Background: an optimization exercise with open tools, aiming at small area, a short achievable clock period and few clock cycles. Do not read the settings as production practice. Function was checked by simulation only, so behaviour that the tests miss may differ from the original. Power is estimated from default activity; no workload was simulated.

===== flow/config.mk =====
export PLATFORM = sky130hd
export DESIGN_NAME = exec_unit
export DESIGN_NICKNAME = exec_unit
export VERILOG_FILES = /design/flow/design.v
export SDC_FILE = /design/flow/constraint.sdc
export NUM_CORES = 4
export LEC_CHECK = 0
export CAP_MARGIN = 20
export CORE_MARGIN = 2
export CORE_UTILIZATION = 50
export SETUP_SLACK_MARGIN = 3.0
export SLEW_MARGIN = 20
export TNS_END_PERCENT = 20

===== flow/constraint.sdc =====
create_clock -name core_clock -period 6.5 [get_ports {clk}]
set_input_delay 1.3000 -clock core_clock [delete_from_list [all_inputs] [get_ports {clk}]]
set_output_delay 1.3000 -clock core_clock [all_outputs]
set_load 0.01 [all_outputs]

===== flow/design.v =====
package exec_pkg;
	localparam int xlen = 32;
	localparam int op_count = 37;
	localparam int op_add = 0;
	localparam int op_sub = 1;
	localparam int op_xor = 2;
	localparam int op_or = 3;
	localparam int op_and = 4;
	localparam int op_sll = 5;
	localparam int op_srl = 6;
	localparam int op_sra = 7;
	localparam int op_slt = 8;
	localparam int op_sltu = 9;
	localparam int op_addi = 10;
	localparam int op_xori = 11;
	localparam int op_ori = 12;
	localparam int op_andi = 13;
	localparam int op_slli = 14;
	localparam int op_srli = 15;
	localparam int op_srai = 16;
	localparam int op_slti = 17;
	localparam int op_sltiu = 18;
	localparam int op_lb = 19;
	localparam int op_lh = 20;
	localparam int op_lw = 21;
	localparam int op_lbu = 22;
	localparam int op_lhu = 23;
	localparam int op_sb = 24;
	localparam int op_sh = 25;
	localparam int op_sw = 26;
	localparam int op_beq = 27;
	localparam int op_bne = 28;
	localparam int op_blt = 29;
	localparam int op_bge = 30;
	localparam int op_bltu = 31;
	localparam int op_bgeu = 32;
	localparam int op_jal = 33;
	localparam int op_jalr = 34;
	localparam int op_lui = 35;
	localparam int op_auipc = 36;
	typedef logic [op_count-1:0] op_word_t;
	typedef enum logic [3:0] {
		alu_add, alu_sub, alu_sll, alu_slt, alu_sltu,
		alu_xor, alu_srl, alu_sra, alu_or, alu_and
	} alu_op_e;
	typedef enum logic [2:0] {
		cls_alu, cls_load, cls_store, cls_branch,
		cls_jal, cls_jalr, cls_lui, cls_auipc
	} op_class_e;
	typedef enum logic [2:0] {
		mem_byte = 3'b000,
		mem_half = 3'b001,
		mem_word = 3'b010,
		mem_byte_u = 3'b100,
		mem_half_u = 3'b101,
		mem_word_u = 3'b110
	} mem_kind_e;
	typedef union packed {
		logic [xlen-1:0] value;  
		struct packed {
			logic [19:0] upper;
			logic [11:0] zero;
		} u_form;
	} imm_u;
	typedef struct packed {
		op_word_t op;
		logic [xlen-1:0] rs1;
		logic [xlen-1:0] rs2;
		imm_u imm;
		logic [xlen-1:0] pc;
	} issue_t;
	typedef struct packed {
		logic [xlen-1:0] rd_value;
		logic rd_we;
		logic jump;
		logic [xlen-1:0] jump_target;
	} result_t;
	typedef struct packed {
		logic [xlen-1:0] addr;
		logic [xlen-1:0] wdata;
		logic we;
	} mem_req_t;
endpackage
`timescale 1ns/1ps
module op_decode (
	input exec_pkg::op_word_t op,
	output logic sub_r,          
	output logic sub_i,          
	output logic logic_imm,      
	output logic shift_imm,      
	output logic op_add_r,       
	output logic op_add_i,       
	output logic op_xor,
	output logic op_or,
	output logic op_and,
	output logic op_sll,
	output logic op_shr,
	output logic op_sra,
	output logic op_slt_r,       
	output logic op_slt_i,       
	output logic uns_cmp,        
	output logic is_load,
	output logic is_store,
	output logic is_sw,
	output logic is_byte,
	output logic is_half,
	output logic is_uns,
	output logic is_branch,
	output logic is_link,        
	output logic is_jalr,
	output logic is_lui,
	output logic is_auipc
);
	assign sub_r = !op[exec_pkg::op_add];
	assign sub_i = op[exec_pkg::op_slti] | op[exec_pkg::op_sltiu];
	assign logic_imm = op[exec_pkg::op_xori] | op[exec_pkg::op_ori] | op[exec_pkg::op_andi];
	assign shift_imm = op[exec_pkg::op_slli] | op[exec_pkg::op_srli] | op[exec_pkg::op_srai];
	assign op_add_r = op[exec_pkg::op_add] | op[exec_pkg::op_sub];
	assign op_add_i = op[exec_pkg::op_addi];
	assign op_xor = op[exec_pkg::op_xor] | op[exec_pkg::op_xori];
	assign op_or = op[exec_pkg::op_or] | op[exec_pkg::op_ori];
	assign op_and = op[exec_pkg::op_and] | op[exec_pkg::op_andi];
	assign op_sll = op[exec_pkg::op_sll] | op[exec_pkg::op_slli];
	assign op_sra = op[exec_pkg::op_sra] | op[exec_pkg::op_srai];
	assign op_shr = op[exec_pkg::op_srl] | op[exec_pkg::op_srli] | op_sra;
	assign op_slt_r = op[exec_pkg::op_slt] | op[exec_pkg::op_sltu];
	assign op_slt_i = op[exec_pkg::op_slti] | op[exec_pkg::op_sltiu];
	assign uns_cmp = op[exec_pkg::op_sltu] | op[exec_pkg::op_sltiu];
	assign is_load = |op[exec_pkg::op_lhu:exec_pkg::op_lb];
	assign is_store = |op[exec_pkg::op_sw:exec_pkg::op_sb];
	assign is_sw = op[exec_pkg::op_sw];
	assign is_byte = op[exec_pkg::op_lb] | op[exec_pkg::op_lbu] | op[exec_pkg::op_sb];
	assign is_half = op[exec_pkg::op_lh] | op[exec_pkg::op_lhu] | op[exec_pkg::op_sh];
	assign is_uns = op[exec_pkg::op_lbu] | op[exec_pkg::op_lhu];
	assign is_branch = |op[exec_pkg::op_bgeu:exec_pkg::op_beq];
	assign is_link = op[exec_pkg::op_jal] | op[exec_pkg::op_jalr];
	assign is_jalr = op[exec_pkg::op_jalr];
	assign is_lui = op[exec_pkg::op_lui];
	assign is_auipc = op[exec_pkg::op_auipc];
endmodule
`timescale 1ns/1ps
module alu (
	input exec_pkg::op_word_t op,
	input logic [31:0] rs1,
	input logic [31:0] rs2,
	input logic [31:0] imm,
	input logic [31:0] pc,
	output logic is_mem,
	output logic is_load,
	output logic is_byte,
	output logic is_half,
	output logic is_uns,
	output logic is_store,
	output logic is_sw,
	output logic [31:0] addr,
	output logic [31:0] rd_value,
	output logic rd_we,
	output logic jump,
	output logic [31:0] jump_target
);
	logic sub_r, sub_i, logic_imm, shift_imm, op_add_r, op_add_i;
	logic op_xor, op_or, op_and, op_sll, op_shr, op_sra, op_slt_r, op_slt_i, uns_cmp;
	logic is_branch, is_link, is_jalr, is_lui, is_auipc;
	op_decode u_dec (.op(op), .sub_r(sub_r), .sub_i(sub_i), .logic_imm(logic_imm),
		.shift_imm(shift_imm), .op_add_r(op_add_r), .op_add_i(op_add_i), .op_xor(op_xor),
		.op_or(op_or), .op_and(op_and), .op_sll(op_sll), .op_shr(op_shr), .op_sra(op_sra),
		.op_slt_r(op_slt_r), .op_slt_i(op_slt_i), .uns_cmp(uns_cmp), .is_load(is_load),
		.is_store(is_store), .is_sw(is_sw), .is_byte(is_byte), .is_half(is_half),
		.is_uns(is_uns), .is_branch(is_branch), .is_link(is_link), .is_jalr(is_jalr),
		.is_lui(is_lui), .is_auipc(is_auipc));
	assign is_mem = is_load | is_store;
	logic [31:0] sum_r;
	logic cout_r;
	logic lt_u_r, lt_s_r, eq;
	assign {cout_r, sum_r} = {1'b0, rs1} + {1'b0, rs2 ^ {32{sub_r}}} + {32'b0, sub_r};
	assign lt_u_r = !cout_r;
	assign lt_s_r = (rs1[31] == rs2[31]) ? lt_u_r : rs1[31];
	assign eq = rs1 == rs2;
	logic [31:0] sum_i;
	logic cout_i;
	logic lt_u_i, lt_s_i;
	assign {cout_i, sum_i} = {1'b0, rs1} + {1'b0, imm ^ {32{sub_i}}} + {32'b0, sub_i};
	assign lt_u_i = !cout_i;
	assign lt_s_i = (rs1[31] == imm[31]) ? lt_u_i : rs1[31];
	assign addr = sum_i;
	logic set_bit;
	assign set_bit = (op_slt_r & (uns_cmp ? lt_u_r : lt_s_r)) | (op_slt_i & (uns_cmp ? lt_u_i : lt_s_i));
	logic [31:0] upper;
	logic [31:0] tsum;
	logic [31:0] link;
	branch_unit u_br (.op(op), .eq(eq), .lt_s(lt_s_r), .lt_u(lt_u_r), .taken(jump));
	assign upper = {imm[31:12], 12'b0};
	assign tsum = pc + (is_auipc ? upper : imm);
	assign link = pc + 32'd4;
	assign jump_target = is_jalr ? {sum_i[31:1], 1'b0} : tsum;
	assign rd_we = !(is_store | is_branch);
	logic [31:0] bl;
	assign bl = logic_imm ? imm : rs2;
	logic [4:0] shamt;
	logic [4:0] rot_amt;
	logic [31:0] rot_in;
	logic [63:0] rot2;
	logic [31:0] rot, keep, sh;
	assign shamt = shift_imm ? imm[4:0] : rs2[4:0];
	assign rot_amt = shamt ^ {5{op_sll}};
	assign rot_in = op_sll ? {rs1[0], rs1[31:1]} : rs1;
	assign rot2 = {rot_in, rot_in} >> rot_amt;
	assign rot = rot2[31:0];
	always_comb begin
		for (int i = 0; i < 32; i++)
			keep[i] = op_sll ? (5'(i) >= shamt) : (5'(31 - i) >= shamt);
	end
	assign sh = (rot & keep) | (~keep & {32{op_sra & rs1[31]}});
	logic [31:0] other;
	always_comb begin
		other = {31'b0, set_bit};
		if (op_xor) other = other | (rs1 ^ bl);
		if (op_or) other = other | (rs1 | bl);
		if (op_and) other = other | (rs1 & bl);
		if (op_sll | op_shr) other = other | sh;
		if (is_link) other = other | link;
		if (is_lui) other = other | upper;
		if (is_auipc) other = other | tsum;
	end
	assign rd_value = op_add_r ? sum_r : (op_add_i ? sum_i : other);
endmodule
`timescale 1ns/1ps
module branch_unit (
	input exec_pkg::op_word_t op,
	input logic eq,
	input logic lt_s,
	input logic lt_u,
	output logic taken
);
	assign taken = (op[exec_pkg::op_beq] & eq) | (op[exec_pkg::op_bne] & !eq) |
		(op[exec_pkg::op_blt] & lt_s) | (op[exec_pkg::op_bge] & !lt_s) |
		(op[exec_pkg::op_bltu] & lt_u) | (op[exec_pkg::op_bgeu] & !lt_u) |
		op[exec_pkg::op_jal] | op[exec_pkg::op_jalr];
endmodule
`timescale 1ns/1ps
module lsu (
	input logic [31:0] rdata,
	input logic [31:0] wdata,
	input logic [1:0] off,
	input logic is_byte,
	input logic is_half,
	input logic is_uns,
	output logic [31:0] load_value,
	output logic [31:0] merged
);
	logic [1:0] sel;
	logic [7:0] b0;
	logic [7:0] b1;
	logic sign;
	assign sel = {(is_byte | is_half) & off[1], is_byte & off[0]};
	always_comb begin
		case (sel)
			2'd0: b0 = rdata[7:0];
			2'd1: b0 = rdata[15:8];
			2'd2: b0 = rdata[23:16];
			default: b0 = rdata[31:24];
		endcase
	end
	assign b1 = (is_half & off[1]) ? rdata[31:24] : rdata[15:8];
	assign sign = !is_uns & (is_byte ? b0[7] : b1[7]);
	assign load_value[7:0] = b0;
	assign load_value[15:8] = is_byte ? {8{sign}} : b1;
	assign load_value[31:16] = (is_byte | is_half) ? {16{sign}} : rdata[31:16];
	logic [3:0] hit;
	assign hit[0] = (is_byte & off == 2'd0) | (is_half & !off[1]);
	assign hit[1] = (is_byte & off == 2'd1) | (is_half & !off[1]);
	assign hit[2] = (is_byte & off == 2'd2) | (is_half & off[1]);
	assign hit[3] = (is_byte & off == 2'd3) | (is_half & off[1]);
	assign merged[7:0] = hit[0] ? wdata[7:0] : rdata[7:0];
	assign merged[15:8] = hit[1] ? (is_byte ? wdata[7:0] : wdata[15:8]) : rdata[15:8];
	assign merged[23:16] = hit[2] ? wdata[7:0] : rdata[23:16];
	assign merged[31:24] = hit[3] ? (is_byte ? wdata[7:0] : wdata[15:8]) : rdata[31:24];
endmodule
`timescale 1ns/1ps
module exec_unit (
	input logic clk,
	input logic rst_n,
	input logic in_valid,
	output logic in_ready,
	input exec_pkg::issue_t in,
	output logic out_valid,
	input logic out_ready,
	output exec_pkg::result_t out,
	output logic mem_req_valid,
	output exec_pkg::mem_req_t mem_req,
	input logic mem_req_ready,
	input logic mem_rsp_valid,
	input logic [exec_pkg::xlen-1:0] mem_rdata
);
	logic r_res;             
	logic r_mreq;            
	logic [31:0] r_q;        
	logic [31:0] r_p;        
	logic r_we;              
	logic r_jump;
	logic r_st;              
	logic r_byte;            
	logic r_half;            
	logic r_uns;             
	logic [1:0] r_off;       
	logic s_res;             
	logic s_lw;              
	logic s_rmw;             
	logic s_wr;              
	logic [31:0] s_q;        
	logic [31:0] s_p;        
	logic s_we;
	logic s_jump;
	logic s_byte;
	logic s_half;
	logic s_uns;
	logic [1:0] s_off;
	logic [31:0] o_rd;
	logic [31:0] o_tgt;
	logic o_we;
	logic o_jump;
	logic is_mem;
	logic is_load;
	logic [31:0] res_rd;
	logic [31:0] res_tgt;
	logic res_we;
	logic res_jump;
	logic [31:0] addr;
	logic a_byte, a_half, a_uns, a_st, a_sw;
	alu u_alu (.op(in.op), .rs1(in.rs1), .rs2(in.rs2), .imm(in.imm.value), .pc(in.pc),
		.is_mem(is_mem), .is_load(is_load), .is_byte(a_byte), .is_half(a_half),
		.is_uns(a_uns), .is_store(a_st), .is_sw(a_sw), .addr(addr),
		.rd_value(res_rd), .rd_we(res_we), .jump(res_jump), .jump_target(res_tgt));
	logic [31:0] load_value;
	logic [31:0] merged;
	lsu u_lsu (.rdata(mem_rdata), .wdata(s_q), .off(s_off), .is_byte(s_byte), .is_half(s_half),
		.is_uns(s_uns), .load_value(load_value), .merged(merged));
	logic o_free;            
	logic s_wreq;            
	logic s_wdone;           
	logic s_to_o;            
	logic s_keep;            
	logic s_free;            
	logic r_issue;           
	logic r_done;            
	logic r_move;            
	logic accept;
	assign o_free = !out_valid || out_ready;
	assign s_wreq = s_wr || (s_rmw && mem_rsp_valid);
	assign s_wdone = s_wreq && mem_req_ready;
	assign s_to_o = o_free && (s_res || (s_lw && mem_rsp_valid) || s_wdone);
	assign s_keep = !o_free && ((s_lw && mem_rsp_valid) || s_wdone);
	assign s_free = !(s_res || s_lw || s_rmw || s_wr) || s_to_o;
	assign r_issue = r_mreq && !s_rmw && !s_wr && s_free;
	assign r_done = r_issue && mem_req_ready;
	assign r_move = r_res && s_free;
	assign in_ready = !(r_res || r_mreq) || r_move || r_done;
	assign accept = in_valid && in_ready;
	assign mem_req_valid = s_wreq || r_issue;
	always_comb begin
		if (s_rmw || s_wr) begin
			mem_req.addr = s_p;
			mem_req.wdata = s_wr ? s_q : merged;
			mem_req.we = 1'b1;
		end else begin
			mem_req.addr = r_p;
			mem_req.wdata = r_q;
			mem_req.we = r_we;
		end
	end
	assign out.rd_value = o_rd;
	assign out.rd_we = o_we;
	assign out.jump = o_jump;
	assign out.jump_target = o_jump ? o_tgt : '0;
	always_ff @(posedge clk) begin
		if (!rst_n) begin
			r_res <= 1'b0;
			r_mreq <= 1'b0;
			s_res <= 1'b0;
			s_lw <= 1'b0;
			s_rmw <= 1'b0;
			s_wr <= 1'b0;
			out_valid <= 1'b0;
		end else begin
			if (r_move || r_done) begin
				r_res <= 1'b0;
				r_mreq <= 1'b0;
			end
			if (accept) begin
				r_res <= !is_mem;
				r_mreq <= is_mem;
			end
			if (s_to_o) begin
				s_res <= 1'b0;
				s_lw <= 1'b0;
				s_rmw <= 1'b0;
				s_wr <= 1'b0;
			end else if (s_keep) begin
				s_res <= 1'b1;
				s_lw <= 1'b0;
				s_rmw <= 1'b0;
				s_wr <= 1'b0;
			end else if (s_rmw && mem_rsp_valid) begin
				s_rmw <= 1'b0;
				s_wr <= 1'b1;
			end
			if (r_move || r_done) begin
				s_res <= r_move || r_we;           
				s_lw <= r_done && !r_st;
				s_rmw <= r_done && r_st && !r_we;
				s_wr <= 1'b0;
			end
			if (out_valid && out_ready)
				out_valid <= 1'b0;
			if (s_to_o)
				out_valid <= 1'b1;
		end
	end
	always_ff @(posedge clk) begin
		if (accept) begin
			r_q <= is_mem ? in.rs2 : res_rd;
			r_p <= is_mem ? {addr[31:2], 2'b00} : res_tgt;
			r_we <= is_mem ? a_sw : res_we;
			r_jump <= res_jump;
			r_st <= a_st;
			r_byte <= a_byte;
			r_half <= a_half;
			r_uns <= a_uns;
			r_off <= addr[1:0];
		end
	end
	always_ff @(posedge clk) begin
		if (r_move || r_done) begin
			s_q <= r_we && r_done ? '0 : r_q;
			s_p <= r_p;
			s_we <= r_done ? 1'b0 : r_we;
			s_jump <= r_done ? 1'b0 : r_jump;
			s_byte <= r_byte;
			s_half <= r_half;
			s_uns <= r_uns;
			s_off <= r_off;
		end else if (s_keep) begin
			s_q <= s_lw ? load_value : '0;
			s_we <= s_lw;
			s_jump <= 1'b0;
		end else if (s_rmw && mem_rsp_valid) begin
			s_q <= merged;
		end
	end
	always_ff @(posedge clk) begin
		if (s_to_o) begin
			if (s_res) begin
				o_rd <= s_q;
				o_tgt <= s_p;
				o_we <= s_we;
				o_jump <= s_jump;
			end else begin
				o_rd <= s_lw ? load_value : '0;
				o_we <= s_lw;
				o_jump <= 1'b0;
			end
		end
	end
endmodule

===== flow/flow/run.sh =====
#!/bin/bash
# Layout: the standard flow (standard.sh, unchanged synthesis and steps),
# except that the port buffers ORFS puts on every input and output are
# sky130_fd_sc_hd__buf_2 cells instead of the clkdlybuf4s50_1 delay cells
# buffer_ports picks on its own. The make output goes to flow_make.log here;
# each tool's own log is under orfs/logs/.
set -euo pipefail
export BUFFER_PORTS_ARGS="-buffer_cell sky130_fd_sc_hd__buf_2"
bash standard.sh > flow_make.log 2>&1

===== flow/standard.sh =====
#!/bin/bash
# synth_recipe.tcl (not shown) runs the flow's synth.tcl, then flattens the netlist and writes it again
# the make line also repeats each setting of config.mk as NAME=value (left out here)
make -C /OpenROAD-flow-scripts/flow DESIGN_CONFIG=/design/flow/config.mk WORK_HOME=/design/flow/orfs CLKGATE_MAP_FILE= SYNTH_SCRIPT=/design/flow/synth_recipe.tcl "${@:-finish}"

==> flow_metrics.py, run 1 <==
metrics = {
    "run_status": {
        "outcome": "no timing/DRC/antenna violations",
    },
    "floorplanning": {
        "core_area_um2": 46500,
        "num_io_pins": 337,
        "die_w_um": 221,
        "dieArea_um2": 48600,
        "die_h_um": 221,
        "start_util_pct": 50.5,
        "rows": 79,
    },
    "worst_hold_path": {
        "hp-class": "register to register",
    },
    "route": {
        "detail_route.wirelength_um": 114000,
        "drc": 0,
        "vias_per_cell": 6.90,
        "drtIter0Drc": 3764,
        "routedWlPerCell_um": 30.1,
        "num_vias": 26200,
        "ant_nets": 0,
        "dr.pass1.iters": 7,
    },
    "synth": {
        "synth_xor_area_share_pct": 7.81,
        "synth_adder_area_share_pct": 8.73,
        "synth.area.mux_share_pct": 11.7,
        "synth_nets": 3144,
        "yosys.area_share.simple_pct": 17.2,
        "netlist_area_um2": 23400,
        "ys_seq_elements": 216,
        "synth-edff-count": 209,
        "synthCells": 2780,
        "synth_flop_cell": "edfxtp_1",
        "async_flop_share_pct": 0,
        "yosysWarningCount": 3,
        "synth-compound-area-share_pct": 22.2,
        "avgSynthCellArea_um2": 8.43,
        "synth_top_family_by_area": "compound AO/OA/AOI/OAI gates",
        "synth_cell_types": 84,
        "ys_seq_area_share_pct": 27.4,
    },
    "timing": {
        "min_period_ns": 4.27,
        "slew_viol_final": 0,
        "worst_pin_slew_ns": 1.11,
        "fin_tns_setup_ns": 0,
        "clock_skew_ns": 0.0222,
        "min_period_over_period_pct": 65.8,
        "slew_headroom_pct": 25.9,
        "setup_viol_count_final": 0,
        "hold_violations": 0,
        "rsz0062_at_grt": "yes",
        "fmax_mhz": 234,
        "fin_ws_ns": 2.23,
    },
    "critical_path": {
        "path_cells": "buf_8, or4b_4, o221a_4, buf_12, nand2_8, mux4_2, mux2i_1, mux2i_1, mux2i_1, mux2_2, o31ai_1, a221o_1",
        "crit_slowest_cell": "or4b_4",
        "crit_arrival_ns": 4.59,
        "cp_common_cell": "mux2i_1",
        "path_buf_inv": 2,
        "critPathCaptureType": "register",
        "critPathLaunchType": "input port",
        "cp_max_fo": 8,
        "slowest_delay_ns": 0.52,
        "cp_top_family": "multiplexers",
        "criticalPathCategory": "input port to register",
        "cp.required_ns": 6.82,
    },
    "grt": {
        "grt_max_degree": 74,
        "grt_overflow": 0,
        "grt_pass1_wl_um": 158000,
        "grt_pass1_vias": 23800,
        "antenna_found_initial": 11,
        "grtUsageTotal_pct": 44.6,
    },
    "cts": {
        "cts_max_level": 1,
        "numClockSinks": 216,
        "root_buffer": "clkbuf_16",
        "cts_tree": "built",
        "ctsHoldBuffers": 0,
        "path_clk_slew_ns": 0.07,
        "cts_buffers": 23,
        "clockBufferDepth": 3,
        "clk_latency_ns": 0.53,
    },
    "cells_and_area": {
        "drive_above_1_share_pct": 29.7,
        "fin_nets": 3530,
        "synthToLayoutAreaGrowth_pct": 27.4,
    },
    "pwr": {
        "p_per_area_nw_per_um2": 201,
        "ir_drop_v": 0.000194,
        "p_leak_nw": 12.1,
    },
    "place": {
        "port_buffers": 336,
        "hpwl_um": 84300,
        "pre_cts_ws_ns": 0.669,
        "gp_congestion": 1.11,
    },
    "job": {
        "drv_cap": 0,
    },
}
metrics by stage:
stage	hold WS [ns]	utilization, %	instance area, um2	power [W]	std cells
after floorplan	0.400	-	23600	0.00313	2780
after global placement	0.403	55.1	25600	0.00397	3592
after detailed placement	0.407	55.1	25600	0.00401	3592
after CTS	0.421	61.9	28800	0.00569	3730
after global routing	0.429	64.3	29900	0.00618	3791
final	0.424	64.3	29900	0.00600	3793
power by group:
part / leakage [nW] / switching, W / internal [W]
combinational: 9.74 / 0.00183 / 0.00115
clock: 0.340 / 0.000569 / 0.000713
sequential: 2.04 / 0.0000707 / 0.00167
placed cells by master (no fill, tap or decap), types with 102 or more instances in the layout:
| cell type | netlist | layout |
|---|---|---|
| edfxtp_1 | 209 | 209 |
| buf_2 | 13 | 321 |
| a21oi_1 | 180 | 147 |
| xnor2_1 | 127 | 102 |
| o21ai_0 | 221 | 165 |
| ha_1 | 158 | 138 |
| nand2_1 | 424 | 408 |
| buf_4 | 6 | 169 |
| mux2i_1 | 151 | 114 |
| nor2_1 | 165 | 150 |
final timing paths:
path                       from            endpoint  slack, ns  depth (start not counted)
min          r_off[0]$_DFFE_PP_  s_off[0]$_DFFE_PN_       0.42                          0
max reg2reg    s_byte$_DFFE_PN_  o_rd[13]$_DFFE_PP_       2.75                         10
max                     in[142]    r_q[2]$_DFFE_PP_       2.23                         12
min reg2reg  r_off[0]$_DFFE_PP_  s_off[0]$_DFFE_PN_       0.42                          0
synth_stat cells, types with 35 or more instances:
cell type	count	share of area (%)
a21o_1	46	1.5
a21oi_1	180	3.8
a221oi_1	35	1.3
and2_1	48	1.3
clkbuf_1	136	2.2
edfxtp_1	209	27
ha_1	158	8.4
inv_1	100	1.6
mux2i_1	151	6.4
nand2_1	424	6.8
nand3_1	64	1.4
nor2_1	165	2.6
nor3_1	36	0.77
o21ai_0	221	4.7
xnor2_1	127	4.7
xor2_1	82	3.1
sequential cells by signal, summed over array words and instances (netlist names), 2 cells and up:
| register | count |
|---|---|
| o_tgt | 32 |
| s_q | 32 |
| r_off | 2 |
| r_p | 32 |
| s_p | 32 |
| r_q | 32 |
| s_off | 2 |
| o_rd | 32 |
cell families (layout without fill, tap and decap cells):
kind of cell             count (synthesis)  after routing
AO/OA/AOI/OAI                          803            803
XOR/XNOR                               209            209
flip-flops                             216            216
adder cells (fa/ha/maj)                162            162
multiplexers                           214            214
buffers and inverters                  283            678
other                                    0              3
AND/OR/NAND/NOR                        893            901
metal layers:
layer	global-route usage (%)	part of all wire (%)	up-vias
li1	-	-	11100
met1	54.9	36	12400
met2	68.1	42	2100
met3	9.98	12	569
met4	34.4	10	16
met5	0	0.098	-
final cells by class:
| type | instances | area, um2 |
|---|---|---|
| tap | 607 | 759 |
| antenna | 3 | 7.51 |
| clock inverter | 11 | 101 |
| sequential | 216 | 6420 |
| fill | 3952 | 16600 |
| timing repair buffer | 534 | 3570 |
| multi-input combinational | 2289 | 18000 |
| clock buffer | 31 | 616 |
| inverter | 102 | 387 |
repair_timing:
item | 4_1_cts | 5_1_grt
pin swaps | 108 | 69
buffers inserted | 88 | 57
gates resized for setup | 369 | 141
gates cloned | 8 | 3
endpoints found under the setup margin | 303 | 195
Testbench counts, summed over its fixed seeds: cycles 3,300.
==> run 2: changes to the inputs <==
--- a/flow/design.v
+++ b/flow/design.v
@@ -156,7 +156,8 @@
 	output logic [31:0] rd_value,
 	output logic rd_we,
 	output logic jump,
-	output logic [31:0] jump_target
+	output logic [31:0] jump_target,
+	output logic is_shift        
 );
 	logic sub_r, sub_i, logic_imm, shift_imm, op_add_r, op_add_i;
 	logic op_xor, op_or, op_and, op_sll, op_shr, op_sra, op_slt_r, op_slt_i, uns_cmp;
@@ -192,38 +193,59 @@
 	assign upper = {imm[31:12], 12'b0};
 	assign tsum = pc + (is_auipc ? upper : imm);
 	assign link = pc + 32'd4;
-	assign jump_target = is_jalr ? {sum_i[31:1], 1'b0} : tsum;
+	assign jump_target = is_shift ? shift_info : (is_jalr ? {sum_i[31:1], 1'b0} : tsum);
 	assign rd_we = !(is_store | is_branch);
 	logic [31:0] bl;
 	assign bl = logic_imm ? imm : rs2;
 	logic [4:0] shamt;
-	logic [4:0] rot_amt;
+	logic [1:0] rot_lo;
 	logic [31:0] rot_in;
 	logic [63:0] rot2;
-	logic [31:0] rot, keep, sh;
+	logic [31:0] rot_part;
+	logic [31:0] shift_info;
 	assign shamt = shift_imm ? imm[4:0] : rs2[4:0];
-	assign rot_amt = shamt ^ {5{op_sll}};
+	assign rot_lo = shamt[1:0] ^ {2{op_sll}};
 	assign rot_in = op_sll ? {rs1[0], rs1[31:1]} : rs1;
-	assign rot2 = {rot_in, rot_in} >> rot_amt;
-	assign rot = rot2[31:0];
-	always_comb begin
-		for (int i = 0; i < 32; i++)
-			keep[i] = op_sll ? (5'(i) >= shamt) : (5'(31 - i) >= shamt);
-	end
-	assign sh = (rot & keep) | (~keep & {32{op_sra & rs1[31]}});
+	assign rot2 = {rot_in, rot_in} >> rot_lo;
+	assign rot_part = rot2[31:0];
+	assign is_shift = op_sll | op_shr;
+	assign shift_info = {25'b0, op_sra & rs1[31], op_sll, shamt};
 	logic [31:0] other;
 	always_comb begin
 		other = {31'b0, set_bit};
 		if (op_xor) other = other | (rs1 ^ bl);
 		if (op_or) other = other | (rs1 | bl);
 		if (op_and) other = other | (rs1 & bl);
-		if (op_sll | op_shr) other = other | sh;
+		if (is_shift) other = other | rot_part;
 		if (is_link) other = other | link;
 		if (is_lui) other = other | upper;
 		if (is_auipc) other = other | tsum;
 	end
 	assign rd_value = op_add_r ? sum_r : (op_add_i ? sum_i : other);
 endmodule
+module shift_tail (
+	input logic [31:0] part,
+	input logic [6:0] info,          
+	output logic [31:0] y
+);
+	logic [4:0] shamt;
+	logic left;
+	logic fill;
+	logic [2:0] rot_hi;
+	logic [63:0] rot2;
+	logic [31:0] rot, keep;
+	assign shamt = info[4:0];
+	assign left = info[5];
+	assign fill = info[6];
+	assign rot_hi = shamt[4:2] ^ {3{left}};
+	assign rot2 = {part, part} >> {rot_hi, 2'b00};
+	assign rot = rot2[31:0];
+	always_comb begin
+		for (int i = 0; i < 32; i++)
+			keep[i] = left ? (5'(i) >= shamt) : (5'(31 - i) >= shamt);
+	end
+	assign y = (rot & keep) | (~keep & {32{fill}});
+endmodule
 `timescale 1ns/1ps
 module branch_unit (
 	input exec_pkg::op_word_t op,
@@ -298,6 +320,7 @@
 	logic [31:0] r_p;        
 	logic r_we;              
 	logic r_jump;
+	logic r_shift;           
 	logic r_st;              
 	logic r_byte;            
 	logic r_half;            
@@ -325,12 +348,16 @@
 	logic [31:0] res_tgt;
 	logic res_we;
 	logic res_jump;
+	logic res_shift;
 	logic [31:0] addr;
 	logic a_byte, a_half, a_uns, a_st, a_sw;
 	alu u_alu (.op(in.op), .rs1(in.rs1), .rs2(in.rs2), .imm(in.imm.value), .pc(in.pc),
 		.is_mem(is_mem), .is_load(is_load), .is_byte(a_byte), .is_half(a_half),
 		.is_uns(a_uns), .is_store(a_st), .is_sw(a_sw), .addr(addr),
-		.rd_value(res_rd), .rd_we(res_we), .jump(res_jump), .jump_target(res_tgt));
+		.rd_value(res_rd), .rd_we(res_we), .jump(res_jump), .jump_target(res_tgt),
+		.is_shift(res_shift));
+	logic [31:0] r_shifted;
+	shift_tail u_sh (.part(r_q), .info(r_p[6:0]), .y(r_shifted));
 	logic [31:0] load_value;
 	logic [31:0] merged;
 	lsu u_lsu (.rdata(mem_rdata), .wdata(s_q), .off(s_off), .is_byte(s_byte), .is_half(s_half),
@@ -351,7 +378,8 @@
 	assign s_to_o = o_free && (s_res || (s_lw && mem_rsp_valid) || s_wdone);
 	assign s_keep = !o_free && ((s_lw && mem_rsp_valid) || s_wdone);
 	assign s_free = !(s_res || s_lw || s_rmw || s_wr) || s_to_o;
-	assign r_issue = r_mreq && !s_rmw && !s_wr && s_free;
+	assign r_issue = r_mreq && (!(s_res || s_lw || s_rmw || s_wr) ||
+		(o_free && (s_res || (s_lw && mem_rsp_valid))));
 	assign r_done = r_issue && mem_req_ready;
 	assign r_move = r_res && s_free;
 	assign in_ready = !(r_res || r_mreq) || r_move || r_done;
@@ -422,6 +450,7 @@
 			r_p <= is_mem ? {addr[31:2], 2'b00} : res_tgt;
 			r_we <= is_mem ? a_sw : res_we;
 			r_jump <= res_jump;
+			r_shift <= res_shift;
 			r_st <= a_st;
 			r_byte <= a_byte;
 			r_half <= a_half;
@@ -431,7 +460,7 @@
 	end
 	always_ff @(posedge clk) begin
 		if (r_move || r_done) begin
-			s_q <= r_we && r_done ? '0 : r_q;
+			s_q <= r_we && r_done ? '0 : (r_move && r_shift ? r_shifted : r_q);
 			s_p <= r_p;
 			s_we <= r_done ? 1'b0 : r_we;
 			s_jump <= r_done ? 1'b0 : r_jump;
--- a/flow/config.mk
+++ b/flow/config.mk
@@ -7,7 +7,6 @@
 export LEC_CHECK = 0
 export CAP_MARGIN = 20
 export CORE_MARGIN = 2
-export CORE_UTILIZATION = 50
-export SETUP_SLACK_MARGIN = 3.0
+export CORE_UTILIZATION = 35
+export SETUP_SLACK_MARGIN = 2.0
 export SLEW_MARGIN = 20
-export TNS_END_PERCENT = 20
==> run 2 against run 1 <==
  * Clock power is 16% higher
  * Critical path depth is 3 higher
  * Clock-buffer cell count fell by 1
  * Wire length down 9.8%
  * Worst hold slack worse by 0.0029 ns
  * Still clean on timing, DRC and antenna
  * Via count fell by 5.9%
  * Setup slack lost 0.18 ns
  * Register-to-register slack got worse by 0.13 ns
  * Critical endpoint is now r_q[28]$_DFFE_PP_
  * Area after synthesis increased by 0.96%
  * Fmax down 4.0%
  * Final cell count increased by 7.9%
==> flow_metrics.py, run 2 <==
metrics = {
    "route": {
        "ant_nets": 0,
        "detail_route.wirelength_um": 103000,
        "dr.pass1.iters": 6,
        "num_vias": 24700,
        "vias_per_cell": 6.03,
        "routedWlPerCell_um": 25.1,
        "drtIter0Drc": 2806,
        "drc": 0,
    },
    "worst_hold_path": {
        "hold_depth": 0,
        "hold_start": "r_off[1]$_DFFE_PP_",
        "min_to": "s_off[1]$_DFFE_PN_",
        "hp-class": "register to register",
    },
    "place": {
        "hpwl_um": 78800,
        "pre_cts_ws_ns": 1.15,
        "port_buffers": 336,
        "gp_congestion": 0.989,
        "place_area_um2": 26200,
    },
    "cts": {
        "clockBufferDepth": 3,
        "root_buffer": "clkbuf_16",
        "path_clk_slew_ns": 0.07,
        "cts_buffers": 25,
        "clk_latency_ns": 0.57,
        "cts_max_level": 1,
        "ctsHoldBuffers": 0,
        "numClockSinks": 217,
        "cts_tree": "built",
    },
    "timing": {
        "fmax_mhz": 225,
        "fin_hold_ws_ns": 0.421,
        "rsz0062_at_grt": "yes",
        "worst_pin_slew_ns": 1.03,
        "min_period_over_period_pct": 68.5,
        "min_period_ns": 4.45,
        "hold_violations": 0,
        "fin_tns_setup_ns": 0,
        "slew_viol_final": 0,
        "slew_headroom_pct": 31.1,
        "clock_skew_ns": 0.0325,
        "setup_viol_count_final": 0,
        "fin_ws_ns": 2.05,
    },
    "grt": {
        "grt_max_degree": 71,
        "grt_overflow": 0,
        "grt_pass1_wl_um": 149000,
        "grtUsageTotal_pct": 28.2,
        "grt_pass1_vias": 22800,
        "antenna_found_initial": 2,
    },
    "critical_path": {
        "cp.required_ns": 6.93,
        "worst_r2r_path_depth": 9,
        "reg2reg_slack_ns": 2.62,
        "cp_max_fo": 8,
        "critPathCaptureType": "register",
        "crit_arrival_ns": 4.89,
        "rr_startpoint": "s_off[0]$_DFFE_PN_",
        "criticalPathCategory": "input port to register",
        "r2r-end": "o_rd[31]$_DFFE_PP_",
        "critPathLaunchType": "input port",
    },
    "synth": {
        "ys_seq_area_share_pct": 27.2,
        "synth-edff-count": 210,
        "synth.most_common_cell": "nand2_1",
        "synthTopCellsByArea": "edfxtp_1 (27%), ha_1 (8.4%), nand2_1 (7.5%), mux2i_1 (6.6%), o21ai_0 (5.4%)",
        "synth_nets": 3341,
        "synth_top_cell_by_area": "edfxtp_1",
        "ys_seq_elements": 217,
        "synth_flop_cell": "edfxtp_1",
        "synthCells": 2977,
        "netlist_area_um2": 23700,
        "avgSynthCellArea_um2": 7.95,
        "synth_cell_types": 82,
        "ys_top_cells_by_count": "nand2_1 (470), o21ai_0 (257), nor2_1 (212)",
        "synth_top_area_share_pct": 26.6,
        "yosysWarningCount": 4,
        "async_flop_share_pct": 0,
    },
    "pwr": {
        "p_leak_nw": 11.1,
        "p_per_area_nw_per_um2": 212,
        "seqPwrFrac_pct": 31.1,
        "p_comb_share_pct": 43.0,
        "swShare_pct": 40.5,
        "p_switching_w": 0.00233,
        "power_frac_clock_pct": 26.0,
        "p_int_w": 0.00342,
        "ir_drop_v": 0.000153,
    },
    "floorplanning": {
        "start_util_pct": 35.3,
        "num_io_pins": 337,
        "dieArea_um2": 69700,
        "core_area_um2": 67000,
        "die_w_um": 264,
        "rows": 95,
        "die_h_um": 264,
    },
    "cells_and_area": {
        "final_common_cell": "nand2_1",
        "synthToLayoutAreaGrowth_pct": 14.7,
        "n_fill_cell": 7024,
        "final_core_util_pct": 40.5,
        "diodes": 0,
        "fin_nets": 3563,
        "final_cell_mix": "nand2_1 (469), buf_2 (334), o21ai_0 (255)",
        "drive_above_1_share_pct": 16.2,
        "stdcell_area_um2": 27100,
    },
    "run_status": {
        "outcome": "no timing/DRC/antenna violations",
    },
    "job": {
        "drv_cap": 0,
    },
}
-- run 2: cell types whose count changed after synthesis, moves of 23 or more --
cell / change
nand2_1: +46
nor2_1: +47
a21oi_1: +27
clkbuf_1: +24
o21ai_0: +36
mux4_2: -23
-- run 2: power by group through the flow --
stage | Clock (W) | Sequential [W] | Combinational (W)
floorplan | 0 | 0.00176 | 0.00162
global placement | 0 | 0.00181 | 0.00239
detailed placement | 0 | 0.00182 | 0.00239
CTS | 0.00152 | 0.00178 | 0.00241
global route | 0.00157 | 0.00179 | 0.00267
finish | 0.00149 | 0.00179 | 0.00247
-- run 2: logic make-up after synthesis --
group	Yosys count	share of synthesized area [%]
and+or+nand+nor	970	18.0
buffers and inverters	300	4.91
muxes	181	7.78
AOI/OAI and AO/OA	937	25.6
adders and majority gates	162	8.65
xor gates and xnor gates	210	7.80
DFF	217	27.2
-- run 2: worst max-delay path by stage --
stage / from / cells after the start / slack [ns] / endpoint
5_1_grt: in[32] / 15 / 1.97 / r_q[24]$_DFFE_PP_
4_1_cts: s_byte$_DFFE_PN_ / 7 / 2.04 / mem_req[24]
6_report: in[32] / 15 / 2.05 / r_q[28]$_DFFE_PP_
3_5_place_dp: in[128] / 13 / 1.15 / r_q[30]$_DFFE_PP_
3_3_place_gp: in[128] / 13 / 1.14 / r_q[30]$_DFFE_PP_
2_1_floorplan: in[164] / 17 / 1.92 / r_q[29]$_DFFE_PP_
-- run 2: per-layer routing --
metal	vias up	share of wire [%]	routed length (um)	track usage, %
li1	11400	-	-	-
met1	11700	43	43800	39.0
met2	1332	44	45100	44.1
met3	229	8.4	8600	3.05
met4	4	5.1	5200	12.9
met5	-	0.033	34	0
-- run 2: layout make-up --
| class | count | area (um2) | share of cell area, % |
|---|---|---|---|
| clock buffer | 30 | 644 | 2.37 |
| clock inverter | 16 | 183 | 0.673 |
| inverter | 101 | 383 | 1.41 |
| multi-input combinational | 2461 | 16300 | 59.9 |
| sequential | 217 | 6450 | 23.8 |
| tap | 873 | 1090 | 4.02 |
| timing repair buffer | 393 | 2130 | 7.86 |
-- run 2: repair_timing --
item                                    in CTS  in global routing
setup buffers                                3                  7
cloned                                       1                  0
resized for setup                            4                 11
endpoints found under the setup margin      27                 36
pin swaps                                    2                  1
-- run 2: per-stage QoR --
step                      std cells  power (W)
after floorplan                2977    0.00338
after global placement         4034    0.00420
after detailed placement       4034    0.00420
after CTS                      4084    0.00571
after global routing           4091    0.00603
final                          4091    0.00575
-- run 2: critical path, stage by stage --
cell,delay [ns]
buf_2,0.23
nor2b_1,0.20
ha_1,0.29
inv_1,0.09
fa_1,0.40
nor2b_1,0.13
o21a_1,0.14
o21ai_1,0.15
a21o_1,0.25
a21oi_2,0.24
o221ai_2,0.24
o22ai_2,0.23
mux2_2,0.36
a221oi_1,0.46
a211o_1,0.16
Testbench counts of run 2, summed over its fixed seeds: cycles 3,300.
==> run 3: changes to the inputs <==
--- a/flow/config.mk
+++ b/flow/config.mk
@@ -8,5 +8,5 @@
 export CAP_MARGIN = 20
 export CORE_MARGIN = 2
 export CORE_UTILIZATION = 35
-export SETUP_SLACK_MARGIN = 2.0
+export SETUP_SLACK_MARGIN = 2.5
 export SLEW_MARGIN = 20
==> run 3 against run 2 <==
  * Still clean on timing, DRC and antenna
  * Power increased by 3.2%
  * Global-route usage increased by 0.80 points
  * Clock skew increased by 0.011 ns
  * Fmax increased by 12%
  * Via count increased by 1.5%
  * Sequential share of layout area decreased by 0.98 points
  * Final cell count increased by 0.76%
  * Flip-flop and latch count unchanged
  * Design area increased by 4.3%
  * Sequential power about the same
==> flow_metrics.py, run 3 <==
metrics = {
    "place": {
        "place_area_um2": 26300,
        "port_buffers": 336,
        "place_inst": 4027,
        "gp_congestion": 0.978,
        "hpwl_um": 80500,
    },
    "cells_and_area": {
        "synthToLayoutAreaGrowth_pct": 19.6,
        "drive_above_1_share_pct": 20.4,
        "fin_cells": 4122,
        "final_common_cell": "nand2_1",
        "final_cell_mix": "nand2_1 (467), buf_2 (330), o21ai_0 (239)",
        "stdcell_area_um2": 28300,
        "fin_nets": 3591,
        "n_fill_cell": 6807,
    },
    "cts": {
        "path_clk_slew_ns": 0.07,
        "clockBufferDepth": 3,
        "clk_latency_ns": 0.58,
        "ctsHoldBuffers": 0,
        "cts_tree": "built",
        "root_buffer": "clkbuf_16",
        "numClockSinks": 217,
        "cts_max_level": 1,
        "cts_buffers": 25,
    },
    "route": {
        "dr.pass1.iters": 6,
        "vias_per_cell": 6.07,
        "drc": 0,
        "drtIter0Drc": 3170,
        "ant_nets": 0,
        "routedWlPerCell_um": 25.8,
        "num_vias": 25000,
        "detail_route.wirelength_um": 107000,
    },
    "synth": {
        "synth-edff-count": 210,
        "netlist_area_um2": 23700,
        "synthCells": 2977,
        "synth.most_common_cell": "nand2_1",
        "ys_top_cells_by_count": "nand2_1 (470), o21ai_0 (257), nor2_1 (212)",
        "ys_seq_area_share_pct": 27.2,
        "async_flop_share_pct": 0,
        "synthTopCellsByArea": "edfxtp_1 (27%), ha_1 (8.4%), nand2_1 (7.5%), mux2i_1 (6.6%), o21ai_0 (5.4%)",
        "avgSynthCellArea_um2": 7.95,
        "synth_top_area_share_pct": 26.6,
        "synth_top_cell_by_area": "edfxtp_1",
        "synth_cell_types": 82,
        "synth_nets": 3341,
        "yosysWarningCount": 4,
        "ys_seq_elements": 217,
        "synth_flop_cell": "edfxtp_1",
    },
    "floorplanning": {
        "die_w_um": 264,
        "num_io_pins": 337,
        "core_area_um2": 67000,
        "rows": 95,
        "dieArea_um2": 69700,
        "start_util_pct": 35.3,
        "die_h_um": 264,
    },
    "timing": {
        "slew_viol_final": 0,
        "fmax_mhz": 251,
        "worst_pin_slew_ns": 1.05,
        "rsz0062_at_grt": "yes",
        "slew_headroom_pct": 29.4,
        "fin_hold_ws_ns": 0.413,
        "clock_skew_ns": 0.0432,
        "hold_violations": 0,
        "fin_tns_setup_ns": 0,
        "setup_viol_count_final": 0,
        "min_period_ns": 3.99,
        "min_period_over_period_pct": 61.4,
    },
    "worst_hold_path": {
        "hp-class": "register to register",
    },
    "critical_path": {
        "crit_arrival_ns": 4.29,
        "criticalPathCategory": "input port to register",
        "critPathCaptureType": "register",
        "cp.required_ns": 6.80,
        "cp_max_fo": 9,
        "critPathLaunchType": "input port",
    },
    "pwr": {
        "ir_drop_v": 0.000184,
        "p_leak_nw": 11.5,
        "power_frac_clock_pct": 24.8,
        "seqPwrFrac_pct": 30.0,
        "p_int_w": 0.00351,
        "p_per_area_nw_per_um2": 209,
        "p_switching_w": 0.00243,
        "swShare_pct": 40.9,
        "power_w": 0.00593,
        "p_comb_share_pct": 45.2,
    },
    "grt": {
        "grt_pass1_wl_um": 152000,
        "grt_max_degree": 71,
        "grtUsageTotal_pct": 29.0,
        "grt_overflow": 0,
        "grt_pass1_vias": 22900,
        "antenna_found_initial": 4,
    },
    "job": {
        "drv_cap": 0,
    },
    "run_status": {
        "outcome": "no timing/DRC/antenna violations",
    },
}
## run 3: power by group through the flow
stage	logic (W)	registers, W	clock network (W)
after global placement	0.00243	0.00181	0
after floorplan	0.00164	0.00176	0
after global routing	0.00287	0.00179	0.00154
after detailed placement	0.00243	0.00181	0
after CTS	0.00250	0.00178	0.00149
final	0.00268	0.00178	0.00147
## run 3: cells by family after synthesis
| logic type | Yosys count | share of synthesized area [%] |
|---|---|---|
| flip-flops | 217 | 27.2 |
| AO/OA/AOI/OAI | 937 | 25.6 |
| multiplexers | 181 | 7.78 |
| XOR/XNOR | 210 | 7.80 |
| buffers and inverters | 300 | 4.91 |
| AND/OR/NAND/NOR | 970 | 18.0 |
| adder cells (fa/ha/maj) | 162 | 8.65 |
## run 3: metal layers
metal,up-vias,part of all wire (%),track usage (%)
li1,11400,-,-
met1,11800,41,40.3
met2,1483,44,45.0
met3,288,9.8,4.06
met4,2,5.0,12.1
met5,-,0.0094,0
## run 3: timing repair
action	4_1_cts	5_1_grt
resized for setup	47	121
cloned	1	3
setup endpoints to repair	135	52
pin swaps	17	52
buffers inserted	25	17
## run 3: layout make-up
cell class | instances | area, um2 | area share [%]
Sequential cell | 217 | 6450 | 22.8
Clock buffer | 27 | 633 | 2.24
Tap cell | 873 | 1090 | 3.86
Timing Repair Buffer | 421 | 2500 | 8.84
Inverter | 101 | 388 | 1.37
Clock inverter | 19 | 191 | 0.676
Multi-Input combinational cell | 2461 | 17100 | 60.2
Antenna cell | 3 | 7.51 | 0.0265
## run 3: critical path, stage by stage
cell,delay (ns)
buf_4,0.23
nor2b_2,0.21
ha_2,0.23
inv_2,0.04
fa_2,0.34
nor2b_1,0.12
o21a_1,0.15
o21ai_2,0.10
a21o_1,0.24
a21oi_4,0.24
o221ai_4,0.19
o2111a_1,0.29
o21ai_2,0.19
a221oi_1,0.12
a221o_1,0.29
## run 3: stage by stage
stage	util [%]	worst slack, ns
2_1_floorplan	-	1.92
6_report	42.2	2.51
4_1_cts	41.0	2.45
5_1_grt	42.2	2.38
3_5_place_dp	39.2	1.14
3_3_place_gp	39.2	1.14
## run 3: worst paths after layout
kind	start	to	slack [ns]	cells past startpoint
setup / recovery	in[32]	r_q[24]$_DFFE_PP_	2.51	15
setup reg to reg	s_byte$_DFFE_PN_	o_rd[24]$_DFFE_PP_	2.73	10
hold reg to reg	r_half$_DFFE_PP_	s_half$_DFFE_PN_	0.41	0
hold / removal	r_half$_DFFE_PP_	s_half$_DFFE_PN_	0.41	0
==> run 4: changes to the inputs <==
==> flow/flow/run.sh (replaced) <==
#!/bin/bash
# Layout: the standard flow (standard.sh, unchanged synthesis and steps),
# except that the port buffers ORFS puts on every input and output are
# sky130_fd_sc_hd__buf_1 cells instead of the clkdlybuf4s50_1 delay cells
# buffer_ports picks on its own. The make output goes to flow_make.log here;
# each tool's own log is under orfs/logs/.
set -euo pipefail
export BUFFER_PORTS_ARGS="-buffer_cell sky130_fd_sc_hd__buf_1"
bash standard.sh > flow_make.log 2>&1
--- a/flow/config.mk
+++ b/flow/config.mk
@@ -8,5 +8,5 @@
 export CAP_MARGIN = 20
 export CORE_MARGIN = 2
 export CORE_UTILIZATION = 35
-export SETUP_SLACK_MARGIN = 2.5
+export SETUP_SLACK_MARGIN = 2.0
 export SLEW_MARGIN = 20
==> run 4 against run 3 <==
  * Worst hold slack better by 0.0052 ns
  * Area after synthesis stayed put
  * First-iteration DRC count is 9.4% lower
  * Combinational power is 7.5% lower
  * Largest cell class unchanged
  * Sequential share of layout area is 1.2 points higher
  * Register-to-register slack worse by 0.13 ns
  * Final cell count is 0.39% lower
  * Sequential power hardly changed
  * Still clean
==> flow_metrics.py, run 4 <==
metrics = {
    "pwr": {
        "p_leak_nw": 10.3,
        "p_per_area_nw_per_um2": 215,
        "p_comb_share_pct": 42.7,
        "p_int_w": 0.00346,
        "seqPwrFrac_pct": 30.5,
        "p_switching_w": 0.00234,
        "power_w": 0.00580,
        "power_frac_clock_pct": 26.8,
        "ir_drop_v": 0.000177,
        "swShare_pct": 40.4,
    },
    "synth": {
        "synth_top_cell_by_area": "edfxtp_1",
        "synth_nets": 3341,
        "ys_seq_area_share_pct": 27.2,
        "synth-compound-area-share_pct": 25.6,
        "synth_cell_types": 82,
        "avgSynthCellArea_um2": 7.95,
        "synthCells": 2977,
        "synth_xor_area_share_pct": 7.80,
        "synth.area.mux_share_pct": 7.78,
        "synthTopCellsByArea": "edfxtp_1 (27%), ha_1 (8.4%), nand2_1 (7.5%), mux2i_1 (6.6%), o21ai_0 (5.4%)",
        "yosys.area_share.simple_pct": 18.0,
        "async_flop_share_pct": 0,
        "synth-edff-count": 210,
        "ys_seq_elements": 217,
        "yosysWarningCount": 4,
        "synth.most_common_cell": "nand2_1",
        "synth_adder_area_share_pct": 8.65,
        "synth_flop_cell": "edfxtp_1",
        "synth_top_family_by_area": "compound AO/OA/AOI/OAI gates",
        "synth_top_area_share_pct": 26.6,
        "ys_top_cells_by_count": "nand2_1 (470), o21ai_0 (257), nor2_1 (212)",
        "netlist_area_um2": 23700,
    },
    "route": {
        "drc": 0,
        "routedWlPerCell_um": 25.4,
        "detail_route.wirelength_um": 104000,
        "vias_per_cell": 6.07,
        "drtIter0Drc": 2871,
        "num_vias": 24900,
        "ant_nets": 0,
        "dr.pass1.iters": 6,
    },
    "cells_and_area": {
        "drive_above_1_share_pct": 6.50,
        "fin_nets": 3577,
        "final_common_cell": "nand2_1",
        "final_cell_mix": "nand2_1 (469), buf_1 (328), o21ai_0 (257)",
        "synthToLayoutAreaGrowth_pct": 13.8,
        "fin_cells": 4106,
        "stdcell_area_um2": 26900,
    },
    "critical_path": {
        "worst_r2r_path_depth": 9,
        "rr_startpoint": "s_off[0]$_DFFE_PN_",
        "r2r-end": "o_rd[31]$_DFFE_PP_",
        "crit_arrival_ns": 4.74,
        "cp.required_ns": 6.83,
        "cp-startpoint": "in[142]",
        "critPathCaptureType": "register",
        "reg2reg_slack_ns": 2.60,
        "path_cells": "buf_1, nor3_4, mux2i_4, xor2_2, buf_4, nor2_1, o21ai_0, nand4_1, a221oi_1, a211oi_1, a221o_1",
        "crit_slowest_cell": "nor3_4",
        "path_depth": 11,
        "cp_top_family": "compound AO/OA/AOI/OAI gates",
        "critPathLaunchType": "input port",
        "endpoint": "r_q[11]$_DFFE_PP_",
        "criticalPathCategory": "input port to register",
        "cp_max_fo": 8,
        "slowest_delay_ns": 0.61,
        "path_buf_inv": 2,
    },
    "timing": {
        "slew_viol_final": 0,
        "min_period_over_period_pct": 67.9,
        "slew_headroom_pct": 33.2,
        "fin_tns_setup_ns": 0,
        "hold_violations": 0,
        "worst_pin_slew_ns": 1.00,
        "setup_viol_count_final": 0,
        "fmax_mhz": 227,
        "clock_skew_ns": 0.0213,
        "rsz0062_at_grt": "no",
        "min_period_ns": 4.41,
    },
    "cts": {
        "cts_max_level": 1,
        "path_clk_slew_ns": 0.07,
        "numClockSinks": 217,
        "clk_latency_ns": 0.57,
        "cts_buffers": 25,
        "cts_tree": "built",
        "root_buffer": "clkbuf_16",
        "ctsHoldBuffers": 0,
        "clockBufferDepth": 3,
    },
    "grt": {
        "grt_overflow": 0,
        "grt_max_degree": 71,
        "grtUsageTotal_pct": 28.5,
        "grt_pass1_wl_um": 150000,
        "antenna_found_initial": 6,
        "grt_pass1_vias": 22800,
    },
    "worst_hold_path": {
        "hp-class": "register to register",
    },
    "floorplanning": {
        "die_h_um": 264,
        "dieArea_um2": 69700,
        "die_w_um": 264,
        "start_util_pct": 35.3,
        "core_area_um2": 67000,
        "num_io_pins": 337,
        "rows": 95,
    },
    "place": {
        "place_inst": 4052,
        "hpwl_um": 80000,
        "place_area_um2": 25900,
        "gp_congestion": 1.02,
        "port_buffers": 336,
    },
    "job": {
        "drv_cap": 0,
    },
    "run_status": {
        "outcome": "no timing/DRC/antenna violations",
    },
}
## run 4: cell counts after synthesis
No cell type changed its count.
## run 4: final cells by class
class | count | area [um2]
Antenna cell | 1 | 2.50
Clock buffer | 29 | 641
Clock inverter | 17 | 225
Fill cell | 7033 | 40100
Inverter | 101 | 383
Multi-Input combinational cell | 2462 | 16300
Sequential cell | 217 | 6450
Tap cell | 873 | 1090
Timing Repair Buffer | 406 | 1820
## run 4: power by group through the flow
stage                     sequential [W]  combinational [W]  clock, W
after floorplan                  0.00176            0.00162         0
after global placement           0.00180            0.00240         0
after detailed placement         0.00180            0.00239         0
after CTS                        0.00177            0.00241   0.00158
after global routing             0.00178            0.00267   0.00162
final                            0.00177            0.00248   0.00155
## run 4: cell families after synthesis
family          Yosys count
mux                     181
compound gates          937
xor+xnor                210
buf+inv                 300
fa+ha+maj               162
flops                   217
simple gates            970
## run 4: per-layer routing
layer,vias up,routed length [um],track usage (%)
met2,1411,46300,44.8
met4,8,5000,11.9
met3,249,9680,4.57
met1,11900,43400,38.7
met5,-,49,0
li1,11400,-,-
## run 4: metrics by stage
step                util (%)  setup WS, ns  hold slack, ns
finish                  40.2          2.09           0.418
global route            40.2          2.00           0.433
CTS                     40.0          2.02           0.420
detailed placement      38.6          1.28           0.406
global placement        38.6          1.31           0.404
floorplan                  -          1.92           0.400
## run 4: what timing repair did
item / in CTS / in global routing
gates resized for setup: 3 / 22
setup buffers: 1 / 4
pin swaps: 2 / 3
setup endpoints to repair: 9 / 37
gates cloned: 0 / 2
## run 4: worst min path at each step
stage | from | endpoint | slack (ns) | cells past startpoint
after global placement | r_off[0]$_DFFE_PP_ | s_off[0]$_DFFE_PN_ | 0.40 | 0
after global routing | r_byte$_DFFE_PP_ | s_byte$_DFFE_PN_ | 0.43 | 0
final | r_byte$_DFFE_PP_ | s_byte$_DFFE_PN_ | 0.42 | 0
after floorplan | r_byte$_DFFE_PP_ | s_byte$_DFFE_PN_ | 0.40 | 0
after detailed placement | r_off[0]$_DFFE_PP_ | s_off[0]$_DFFE_PN_ | 0.41 | 0
after CTS | r_byte$_DFFE_PP_ | s_byte$_DFFE_PN_ | 0.42 | 0
## run 4: worst register-to-register path: cells and delay by family (launching register included)
family / cells / cell delay, ns
compound gates: 6 / 1.68
flops: 1 / 0.63
simple gates: 3 / 1.30
==> run 5: changes to the inputs <==
--- a/flow/config.mk
+++ b/flow/config.mk
@@ -8,5 +8,5 @@
 export CAP_MARGIN = 20
 export CORE_MARGIN = 2
 export CORE_UTILIZATION = 35
-export SETUP_SLACK_MARGIN = 2.0
+export SETUP_SLACK_MARGIN = 2.75
 export SLEW_MARGIN = 20
==> run 5 against run 4 <==
  * Register-to-register slack gained 0.31 ns
  * Clock skew grew 0.0045 ns
  * Largest power group unchanged
  * Critical path type unchanged
  * Combinational power rose by 19%
==> flow_metrics.py, run 5 <==
metrics = {
    "run_status": {
        "outcome": "no timing/DRC/antenna violations",
    },
    "grt": {
        "grt_pass1_wl_um": 154000,
        "grtUsageTotal_pct": 29.1,
        "antenna_found_initial": 7,
        "grt_overflow": 0,
        "grt_max_degree": 71,
        "grt_pass1_vias": 23900,
    },
    "route": {
        "ant_nets": 0,
        "drc": 0,
        "vias_per_cell": 6.13,
        "detail_route.wirelength_um": 109000,
        "dr.pass1.iters": 8,
        "num_vias": 25800,
        "routedWlPerCell_um": 25.8,
        "drtIter0Drc": 2964,
    },
    "cts": {
        "clk_latency_ns": 0.57,
        "cts_max_level": 1,
        "cts_tree": "built",
        "root_buffer": "clkbuf_16",
        "numClockSinks": 217,
        "path_clk_slew_ns": 0.07,
        "clockBufferDepth": 3,
        "cts_buffers": 25,
    },
    "timing": {
        "slew_headroom_pct": 20.9,
        "min_period_ns": 4.00,
        "clock_skew_ns": 0.0258,
        "worst_pin_slew_ns": 1.18,
        "hold_violations": 0,
        "slew_viol_final": 0,
        "fmax_mhz": 250,
        "min_period_over_period_pct": 61.5,
        "fin_tns_setup_ns": 0,
        "setup_viol_count_final": 0,
        "rsz0062_at_grt": "yes",
    },
    "synth": {
        "synth_nets": 3341,
        "ys_seq_elements": 217,
        "yosysWarningCount": 4,
        "synth_cell_types": 82,
        "synth_flop_cell": "edfxtp_1",
        "synth_top_area_share_pct": 26.6,
        "synthCells": 2977,
        "async_flop_share_pct": 0,
        "synthTopCellsByArea": "edfxtp_1 (27%), ha_1 (8.4%), nand2_1 (7.5%), mux2i_1 (6.6%), o21ai_0 (5.4%)",
        "synth_top_cell_by_area": "edfxtp_1",
        "synth.most_common_cell": "nand2_1",
        "ys_seq_area_share_pct": 27.2,
        "avgSynthCellArea_um2": 7.95,
        "ys_top_cells_by_count": "nand2_1 (470), o21ai_0 (257), nor2_1 (212)",
        "netlist_area_um2": 23700,
        "synth-edff-count": 210,
    },
    "floorplanning": {
        "rows": 95,
        "dieArea_um2": 69700,
        "die_h_um": 264,
        "die_w_um": 264,
        "start_util_pct": 35.3,
        "num_io_pins": 337,
        "core_area_um2": 67000,
    },
    "cells_and_area": {
        "synthToLayoutAreaGrowth_pct": 26.1,
        "drive_above_1_share_pct": 18.4,
        "final_core_util_pct": 44.5,
        "final_cell_mix": "nand2_1 (458), buf_1 (287), o21ai_0 (217)",
        "final_common_cell": "nand2_1",
        "fin_nets": 3687,
    },
    "worst_hold_path": {
        "hold_start": "r_uns$_DFFE_PP_",
        "hold_depth": 0,
        "hp-class": "register to register",
        "min_to": "s_uns$_DFFE_PN_",
    },
    "critical_path": {
        "worst_r2r_path_depth": 10,
        "r2r-end": "o_rd[31]$_DFFE_PP_",
        "rr_startpoint": "s_byte$_DFFE_PN_",
        "critPathCaptureType": "register",
        "critPathLaunchType": "input port",
        "reg2reg_slack_ns": 2.91,
        "criticalPathCategory": "input port to register",
        "crit_arrival_ns": 4.30,
        "cp_max_fo": 6,
        "cp.required_ns": 6.80,
    },
    "job": {
        "drv_cap": 0,
    },
    "pwr": {
        "ir_drop_v": 0.000190,
        "power_w": 0.00614,
        "p_leak_nw": 11.5,
        "p_per_area_nw_per_um2": 206,
    },
    "place": {
        "port_buffers": 336,
        "gp_congestion": 1.04,
        "hpwl_um": 79600,
    },
}
run 5: logic make-up (layout without fill, tap and decap cells):
logic type	Yosys count	after routing	share of synthesized area, %
flops	217	217	27.2
mux	181	181	7.78
simple gates	970	972	18.0
buf+inv	300	660	4.91
fa+ha+maj	162	162	8.65
other cells	0	4	0
xor+xnor	210	211	7.80
compound gates	937	937	25.6
run 5: critical path, stage by stage:
cell and delay (ns):
buf_12 0.12, nor2_4 0.18, buf_6 0.13, buf_12 0.09, buf_16 0.12, xnor2_2 0.06, ha_2 0.37, o211ai_1 0.18
nor3_2 0.25, o21ai_2 0.13, a211oi_4 0.34, o21ai_4 0.14, a211oi_2 0.24, a211oi_2 0.07, o21ai_2 0.19, mux2i_1 0.24
o32ai_2 0.12
run 5: power by group:
group	switching (W)	leakage, nW	internal, W
registers	0.0000921	1.99	0.00168
clock network	0.000634	0.384	0.000789
logic	0.00181	9.11	0.00114
total	0.00253	11.5	0.00361
run 5: final cells by class:
| type | count | area (um2) |
|---|---|---|
| fillers | 6753 | 37200 |
| well taps | 873 | 1090 |
| repair buffers | 514 | 3040 |
| multi-input cells | 2463 | 18100 |
| inverters | 101 | 392 |
| repair inverters | 1 | 7.51 |
| diodes | 4 | 10.0 |
| flip-flops and latches | 217 | 6450 |
| clock buffers | 26 | 629 |
| clock inverters | 18 | 168 |
run 5: repair_timing:
item                                    in CTS  in global routing
buffers inserted                            58                 56
hold buffers                                 0                  0
gates resized for setup                    222                198
endpoints found under the setup margin     245                 95
pin swaps                                   89                137
gates cloned                                 5                  7
run 5: per-stage QoR:
stage | area, um2 | hold slack, ns | instances | setup slack [ns]
floorplan | 24100 | 0.400 | 2977 | 1.92
global placement | 26000 | 0.402 | 4043 | 1.16
detailed placement | 26000 | 0.405 | 4043 | 1.21
CTS | 28300 | 0.418 | 4150 | 2.65
global route | 29800 | 0.431 | 4214 | 2.48
finish | 29900 | 0.418 | 4217 | 2.50
run 5: worst max path at each step:
stage / from / end / cells past startpoint
detailed placement: in[146] / r_q[29]$_DFFE_PP_ / 14
floorplan: in[164] / r_q[29]$_DFFE_PP_ / 17
global route: in[146] / r_q[29]$_DFFE_PP_ / 17
global placement: in[146] / r_q[24]$_DFFE_PP_ / 14
CTS: in[145] / r_q[30]$_DFFE_PP_ / 16
finish: in[146] / r_q[29]$_DFFE_PP_ / 17
run 5: metal layers:
metal | global-route usage (%) | part of all wire, % | vias to the layer above
li1 | - | - | 11600
met1 | 38.5 | 40 | 12200
met2 | 45.6 | 44 | 1627
met3 | 5.31 | 10 | 423
met4 | 14.7 | 6.3 | 6
met5 | 0 | 0.056 | -
==> run 6: changes to the inputs <==
--- a/flow/config.mk
+++ b/flow/config.mk
@@ -8,5 +8,6 @@
 export CAP_MARGIN = 20
 export CORE_MARGIN = 2
 export CORE_UTILIZATION = 35
-export SETUP_SLACK_MARGIN = 2.75
+export CTS_BUF_LIST = sky130_fd_sc_hd__clkbuf_8
+export SETUP_SLACK_MARGIN = 2.5
 export SLEW_MARGIN = 20
==> run 6 against run 5 <==
  * Non-clock buffer count fell by 86
  * Worst hold slack better by 0.00090 ns
  * Critical endpoint is now r_q[12]$_DFFE_PP_
  * Fmax decreased by 1.0%
  * Final cell count is 1.5% lower
  * Design area is 7.1% lower
  * Synthesized cell count is the same
==> flow_metrics.py, run 6 <==
metrics = {
    "cells_and_area": {
        "n_fill_cell": 6935,
        "final_common_cell": "nand2_1",
        "fin_cells": 4155,
    },
    "timing": {
        "min_period_ns": 4.04,
        "slew_viol_final": 0,
        "setup_viol_count_final": 0,
        "fin_tns_setup_ns": 0,
        "hold_violations": 0,
        "fmax_mhz": 247,
        "clock_skew_ns": 0.0469,
        "rsz0062_at_grt": "yes",
        "fin_hold_ws_ns": 0.419,
        "worst_pin_slew_ns": 1.07,
    },
    "route": {
        "detail_route.wirelength_um": 106000,
        "drc": 0,
        "ant_nets": 0,
        "vias_per_cell": 6.09,
        "num_vias": 25300,
        "routedWlPerCell_um": 25.6,
    },
    "pwr": {
        "p_comb_share_pct": 46.0,
        "ir_drop_v": 0.000105,
        "seqPwrFrac_pct": 31.3,
        "p_leak_nw": 10.7,
    },
    "critical_path": {
        "critPathLaunchType": "input port",
        "cp.required_ns": 6.88,
        "crit_arrival_ns": 4.42,
    },
    "synth": {
        "ys_seq_area_share_pct": 27.2,
        "netlist_area_um2": 23700,
        "synthCells": 2977,
        "synth_flop_cell": "edfxtp_1",
        "ys_seq_elements": 217,
        "synth_top_cell_by_area": "edfxtp_1",
        "synth_top_area_share_pct": 26.6,
    },
    "floorplanning": {
        "start_util_pct": 35.3,
        "num_io_pins": 337,
        "die_h_um": 264,
        "core_area_um2": 67000,
        "rows": 95,
    },
    "grt": {
        "grt_pass1_wl_um": 153000,
        "grtUsageTotal_pct": 29.0,
    },
    "cts": {
        "path_clk_slew_ns": 0.06,
        "numClockSinks": 217,
        "cts_buffers": 40,
        "cts_tree": "built",
        "root_buffer": "clkbuf_8",
        "clk_latency_ns": 0.62,
    },
    "run_status": {
        "outcome": "no timing/DRC/antenna violations",
    },
    "job": {
        "drv_cap": 0,
    },
    "place": {
        "gp_congestion": 1.03,
    },
}
==> run 6: timing repair <==
| action | CTS | global route |
|---|---|---|
| cloned | 1 | 1 |
| resized for setup | 57 | 106 |
| setup buffers | 13 | 26 |
| hold buffers | 0 | 0 |
| setup endpoints to repair | 125 | 50 |
| pin swaps | 11 | 38 |
==> run 6: cell families (layout without fill, tap and decap cells) <==
family	Yosys count	after routing	share of synthesized area [%]
AO/OA/AOI/OAI	937	937	25.6
XOR/XNOR	210	211	7.80
adder cells (fa/ha/maj)	162	162	8.65
buffers and inverters	300	600	4.91
flip-flops	217	217	27.2
multiplexers	181	181	7.78
other	0	4	0
AND/OR/NAND/NOR	970	970	18.0
==> run 6: final timing paths <==
kind                            depth (start not counted)                 end  slack [ns]             start
worst max-delay path                                   15   r_q[12]$_DFFE_PP_        2.46            in[32]
worst min-delay path                                    0    s_half$_DFFE_PN_        0.42  r_half$_DFFE_PP_
worst max register to register                         10  o_rd[23]$_DFFE_PP_        2.84  s_byte$_DFFE_PN_
worst min register to register                          0    s_half$_DFFE_PN_        0.42  r_half$_DFFE_PP_
==> run 6: through the flow <==
stage	setup slack, ns	power, W	area (um2)	utilization (%)
after floorplan	1.92	0.00340	24000	-
after global placement	1.22	0.00420	25900	38.7
after detailed placement	1.22	0.00420	25900	38.7
after CTS	2.42	0.00554	27100	40.4
after global routing	2.40	0.00594	27700	41.3
final	2.46	0.00567	27700	41.4
==> run 6: metal layers <==
layer / GRT usage [%] / vias up / share of wire (%)
li1: - / 11500 / -
met1: 39.2 / 12100 / 41
met2: 45.6 / 1509 / 44
met3: 4.94 / 267 / 9.6
met4: 12.5 / 6 / 4.7
met5: 0 / - / 0.035
==> run 6: critical path, stage by stage <==
cell and delay (ns):
buf_2 0.24, nor2b_1 0.19, ha_2 0.25, inv_2 0.05
fa_2 0.34, nor2b_1 0.12, o21a_1 0.16, o21ai_2 0.10
a21o_1 0.26, nor2b_4 0.16, o21ai_1 0.16, xor2_1 0.31
a221o_1 0.36, a22oi_1 0.10, o21ai_1 0.31
==> run 6: power groups by stage <==
stage | Combinational, W | Clock (W) | Sequential [W]
finish | 0.00261 | 0.00129 | 0.00178
global route | 0.00281 | 0.00136 | 0.00178
CTS | 0.00246 | 0.00131 | 0.00177
detailed placement | 0.00240 | 0 | 0.00181
global placement | 0.00240 | 0 | 0.00180
floorplan | 0.00164 | 0 | 0.00176
==> run 6: area by class of cell <==
type	instances	area, um2	area share [%]
antenna	4	10.0	0.0361
sequential	217	6450	23.3
inverter	101	383	1.38
clock buffer	42	578	2.09
tap	873	1090	3.94
timing repair buffer	428	2180	7.85
clock inverter	29	159	0.573
multi-input combinational	2461	16900	60.9

Setup slack of run 6, layout unchanged: 2.459 ns with ideal ports, 2.444 ns with driving cells assumed (clock clkbuf_16, inputs buf_2), 1.786 ns with port delays also shifted by the 0.658 ns mid clock arrival.
